From an optimization exercise on the open Yosys and OpenROAD flow, aimed at small area; shortcuts taken in it are not production practice.
In this exercise RTL edits were held to simulation tests only and were not proved equivalent to the original.
Power and IR drop assume default switching activity.

<file path="constraint.sdc">
create_clock -name core_clock -period 6.5 [get_ports {clk}]
set_input_delay 1.3000 -clock core_clock [delete_from_list [all_inputs] [get_ports {clk}]]
set_output_delay 1.3000 -clock core_clock [all_outputs]
set_load 0.01 [all_outputs]
</file>
<file path="run.sh">
#!/bin/bash
# synth_recipe.tcl (not shown) runs the flow's synth.tcl, then flattens the netlist and writes it again
# the make line also repeats each setting of config.mk as NAME=value (left out here)
make -C /OpenROAD-flow-scripts/flow DESIGN_CONFIG=/design/flow/config.mk WORK_HOME=/design/flow/orfs CLKGATE_MAP_FILE= SYNTH_SCRIPT=/design/flow/synth_recipe.tcl finish
</file>
<file path="config.mk">
export PLATFORM = sky130hd
export DESIGN_NAME = regfile_sb
export DESIGN_NICKNAME = regfile_sb
export VERILOG_FILES = /design/flow/design.v
export SDC_FILE = /design/flow/constraint.sdc
export NUM_CORES = 4
export LEC_CHECK = 0
export CAP_MARGIN = 20
export CORE_MARGIN = 2
export CORE_UTILIZATION = 30
export SLEW_MARGIN = 20
</file>
<file path="design.v">
module regfile_sb #(
  parameter int N  = 5,
  parameter int W  = 32,
  parameter int NR = 2
) (
  input  logic            clk,
  input  logic            rst,
  input  logic [NR*N-1:0] rd_addr,
  output logic [NR*W-1:0] rd_data,
  output logic [NR-1:0]   rd_ready,
  input  logic            we,
  input  logic [N-1:0]    wr_addr,
  input  logic [W-1:0]    wr_data,
  input  logic            alloc,
  input  logic [N-1:0]    alloc_addr,
  input  logic            clear_req,
  output logic            clear_busy,
  output logic            clear_done
);
  localparam int DEPTH = 2**N;
  logic [W-1:0]     r_regs [1:DEPTH-1];
  logic [DEPTH-1:0] r_valid;
  logic [DEPTH-1:0] r_busy;
  logic [N-1:0]     r_cnt;
  logic             r_clear_busy;
  logic             r_clear_done;
  logic [DEPTH-1:0] wr_dec;
  logic [DEPTH-1:0] al_dec;
  always_comb begin
    for (int i = 0; i < DEPTH; i++) begin
      wr_dec[i] = we    && (wr_addr    == N'(i)) && (i != 0);
      al_dec[i] = alloc && (alloc_addr == N'(i)) && (i != 0);
    end
  end
  for (genvar i = 1; i < DEPTH; i++) begin : g_regs
    always_ff @(posedge clk) begin
      if (wr_dec[i]) r_regs[i] <= wr_data;
    end
  end
  always_ff @(posedge clk or negedge rst) begin
    if (!rst) begin
      r_valid      <= '0;
      r_busy       <= '0;
      r_cnt        <= '0;
      r_clear_busy <= 1'b0;
      r_clear_done <= 1'b0;
    end else begin
      r_clear_done <= 1'b0;
      if (!r_clear_busy) begin
        r_valid <= r_valid | wr_dec;
        r_busy  <= (r_busy & ~wr_dec) | al_dec;
        if (clear_req) r_clear_busy <= 1'b1;
      end else begin
        r_valid <= '0;
        r_busy  <= '0;
        r_cnt   <= r_cnt + N'(1);
        if (r_cnt == N'(DEPTH - 1)) begin
          r_clear_busy <= 1'b0;
          r_clear_done <= 1'b1;
        end
      end
    end
  end
  always_comb begin : read_ports
    logic [N-1:0] ra;
    logic         az, fwd;
    logic [W-1:0] d;
    logic         rdy;
    rd_data  = '0;
    rd_ready = '0;
    for (int k = 0; k < NR; k++) begin
      ra  = rd_addr[k*N +: N];
      az  = (ra == '0);
      fwd = we && (wr_addr == ra);
      d   = {W{fwd && !az && !r_clear_busy}} & wr_data;
      rdy = 1'b0;
      for (int i = 1; i < DEPTH; i++) begin
        d   = d | ({W{(ra == N'(i)) && r_valid[i] && !fwd && !r_clear_busy}} & r_regs[i]);
        rdy = rdy | ((ra == N'(i)) && !r_busy[i]);
      end
      rd_data[k*W +: W] = d;
      rd_ready[k]       = az || (!r_clear_busy && (fwd || rdy));
    end
  end
  assign clear_busy = r_clear_busy;
  assign clear_done = r_clear_done;
endmodule
</file>
==> results.py <==
metrics = {
    "sta": {
        "hold_viol": 0,
        "fin_tns_setup_ps": -22.5,
        "min_period_over_period": 1.00,
        "final.setup_skew_ps": 32.1,
        "fin_ws_ps": -22.5,
        "fmax_mhz": 153,
        "rsz0062_at_grt": "no",
        "worstMarginPinSlew_ps": 1310,
        "slew-limit-headroom": 0.127,
        "finalSetupViolCount": 1,
        "min_period_ps": 6520,
        "drv_slew": 0,
    },
    "yosys": {
        "yosys_warnings": 2,
        "dominantRegCellSynth": "edfxtp_1",
        "synthArstFlopShare": 0.0650,
        "synth_fp_nets": 3630,
        "ys_seq_area_frac": 0.663,
        "yosysTopAreaCell": "edfxtp_1",
        "ys_ff_latch": 1061,
        "netlist_area_mm2": 0.0475,
        "synth_most_common_cell": "edfxtp_1",
        "netlist_top_cells_area": "edfxtp_1, a22oi_1, dfrtp_1",
        "syn_inst": 3571,
        "ys_top_cells_by_count": "edfxtp_1, a22oi_1, nand2_1",
        "netlist-cell-type-count": 83,
        "syn_avg_cell_area_um2": 13.3,
        "synth_edf_count": 992,
        "synth_top_area_frac": 0.627,
    },
    "power": {
        "power_frac_comb": 0.064,
        "p_int_uw": 12000,
        "swShare": 0.243,
        "ir_worst_vdd_v": 0.000227,
        "powerDensity_mw_per_mm2": 270,
        "pwr-share-seq": 0.486,
        "power.switching_uw": 3850,
        "leakage_uw": 0.0182,
        "power_frac_clock": 0.450,
    },
    "run_status": {
        "status": "finished with violations",
        "check-failures": "negative setup slack",
    },
    "critical_path": {
        "end_kind": "output port",
        "critPathLaunchType": "primary input",
        "critPathKind": "in2out",
        "arrival_ps": 5220,
        "critPathRequiredTime_ps": 5200,
        "cp_max_fo": 21,
    },
    "cts": {
        "clock_sinks": 1061,
        "postCtsHoldBufs": 0,
        "tritoncts": "built",
        "cts-root-buf": "clkbuf_16",
        "clkTransAtPathRegs_ps": 60,
        "cts_buffers": 112,
        "cts-resized-gates": 1,
        "postCtsSetupBuffers": 0,
        "ctsHtreeMaxLevel": 3,
        "cts_buffer_depth": 3,
        "clock_latency_ps": 790,
    },
    "floorplanning": {
        "die_w_um": 402,
        "io-pin-count": 125,
        "design.core.area_mm2": 0.158,
        "initial_core_util": 0.301,
        "die_h_um": 402,
        "rows": 146,
        "die_area_mm2": 0.162,
    },
    "routing": {
        "post-route-drc-count": 0,
        "drt_wl_total_mm": 301,
        "drtIter0Drc": 9949,
        "firstDrtPassIters": 11,
        "vias_per_cell": 7.31,
        "drtAntennaViolNets": 0,
        "num_vias": 44600,
        "wl_per_cell_um": 49.4,
    },
    "global_routing": {
        "grt_pass1_wl_mm": 388,
        "antenna_found_initial": 29,
        "gr-total-overflow": 0,
        "grt_start_max_net_pins": 48,
        "grt_pass1_vias": 40500,
        "grt_usage": 0.359,
    },
    "placed_design": {
        "port_buffers": 124,
        "placed_area_mm2": 0.0545,
        "dp_hpwl_mm": 195,
        "routabilityCongestion": 1.06,
    },
    "cells_and_area": {
        "nets": 3961,
        "drive_above_1_share": 0.184,
        "area_growth_pct": 23.2,
        "final_area_mm2": 0.0585,
    },
    "worst_hold_path": {
        "min_path_type": "reg2reg",
    },
    "run": {
        "drv_cap": 0,
    },
}
[registers in the layout, indices dropped and copies added, names as in the netlist]
name,flops
r_clear_busy,1
r_cnt,5
r_busy,31
r_regs,992
r_clear_done,1
r_valid,31
[per-layer routing]
| layer | global-route usage | wire length [um] |
|---|---|---|
| met1 | 0.436 | 103000 |
| met2 | 0.507 | 121000 |
| met5 | 0.00565 | 302 |
| met4 | 0.273 | 28800 |
| met3 | 0.147 | 47900 |
[final cells by class]
| type | count | area (um2) |
|---|---|---|
| fillers | 15100 | 99300 |
| flip-flops and latches | 1061 | 31500 |
| multi-input cells | 2165 | 15100 |
| repair buffers | 550 | 5170 |
| clock buffers | 132 | 2930 |
| well taps | 2072 | 2590 |
| clock inverters | 77 | 1060 |
| diodes | 23 | 57.6 |
| inverters | 12 | 45.0 |
[path summary, 6_finish.rpt]
path	from	to	slack, ps	cells after the start
setup / recovery	rd_addr[7]	rd_data[40]	-20	13
hold / removal	r_cnt[3]	r_cnt[3]	470	1
setup reg to reg	r_valid[28]	r_valid[28]	4720	3
hold reg to reg	r_cnt[3]	r_cnt[3]	470	1
max in group asynchronous	rst	r_valid[20]	4970	2
min in group asynchronous	rst	r_valid[17]	500	1
[cells in the final DEF, fill, tap and decap left out, types with 11 or more instances in the layout]
cell               n
nand2_1          194
clkbuf_1          17
nor3_1            24
a222oi_1          61
a31oi_1           65
a32oi_1           92
buf_12            59
a32o_1            33
o21ai_0           86
inv_1             11
dfrtp_1           65
a22o_1           120
o22ai_1           81
o221ai_1          13
nor4_1            12
clkinvlp_4        11
clkbuf_16        114
a21oi_1          126
clkinv_2          19
edfxtp_1         992
nand2b_1          12
and3_1            42
a221oi_1         174
a211oi_1          23
and2_1            37
nor2_1           121
diode_2           23
nor2_4            33
and2_2            20
a221o_1           12
buf_4            367
nand3_1          148
clkinv_1          13
clkdlybuf4s50_1  120
nand4_1           84
bufinv_16         23
nor2b_1           13
a22oi_1          344
[cell families (layout without fill, tap and decap cells)]
group,after synthesis,count (layout),synth area share
AND/OR/NAND/NOR,820,820,0.0892
adder cells (fa/ha/maj),2,2,0.000527
buffers and inverters,345,771,0.0314
flip-flops,1061,1061,0.663
other,0,23,0
XOR/XNOR,13,13,0.00287
AO/OA/AOI/OAI,1323,1323,0.211
multiplexers,7,7,0.00155
[worst max-delay path, stage by stage]
cell and delay [ps]:
clkdlybuf4s50_1 500, buf_4 140, buf_4 290, buf_4 280
nand4_1 120, buf_4 220, a211oi_4 350, buf_4 220
and2_1 390, buf_12 240, a221oi_1 110, nand3b_1 400
clkdlybuf4s50_1 640
[stage by stage]
| step | total power (uW) | instances | setup slack, ps | hold slack (ps) | util |
|---|---|---|---|---|---|
| 2_1_floorplan | 8080 | 3571 | 1930 | 439 | - |
| 3_3_place_gp | 8760 | 5860 | -129 | 455 | 0.345 |
| 3_5_place_dp | 8760 | 5860 | -65.8 | 465 | 0.345 |
| 4_1_cts | 15700 | 6069 | 42.3 | 477 | 0.370 |
| 5_1_grt | 16000 | 6070 | 15.6 | 496 | 0.370 |
| 6_report | 15800 | 6092 | -22.5 | 468 | 0.371 |
[power groups by stage]
stage | Clock (uW) | Combinational, uW | Sequential (uW)
2_1_floorplan | 0 | 328 | 7760
3_3_place_gp | 0 | 942 | 7820
3_5_place_dp | 0 | 944 | 7820
4_1_cts | 7100 | 945 | 7670
5_1_grt | 7350 | 992 | 7680
6_report | 7120 | 1010 | 7680

==> static timing again, ports no longer ideal <==
The flow's constraints put no driver on any port. The routed layout listed below was extracted and timed again, unchanged, in two steps. Step 1 sets driving cells, clkbuf_16 on the clock port and buf_2 on the other inputs (assumed; they add their load-dependent delay and slew). Step 2, shift: input delay + t, output delay - t, t = (earliest + latest rising clock arrival at the registers) / 2. This alone moves slack from input paths to output paths. Slacks: no drivers / after step 1 / after step 2; pairs: no drivers / after step 1.
shift t [ns]: 0.847
setup slack, ns: -0.023 / -0.048 / -0.048
slew at the worst register clock pin (ns): 0.07 / 0.07
For this run, drivers alone change the setup slack by -0.025 ns; drivers and shift together by -0.025 ns.
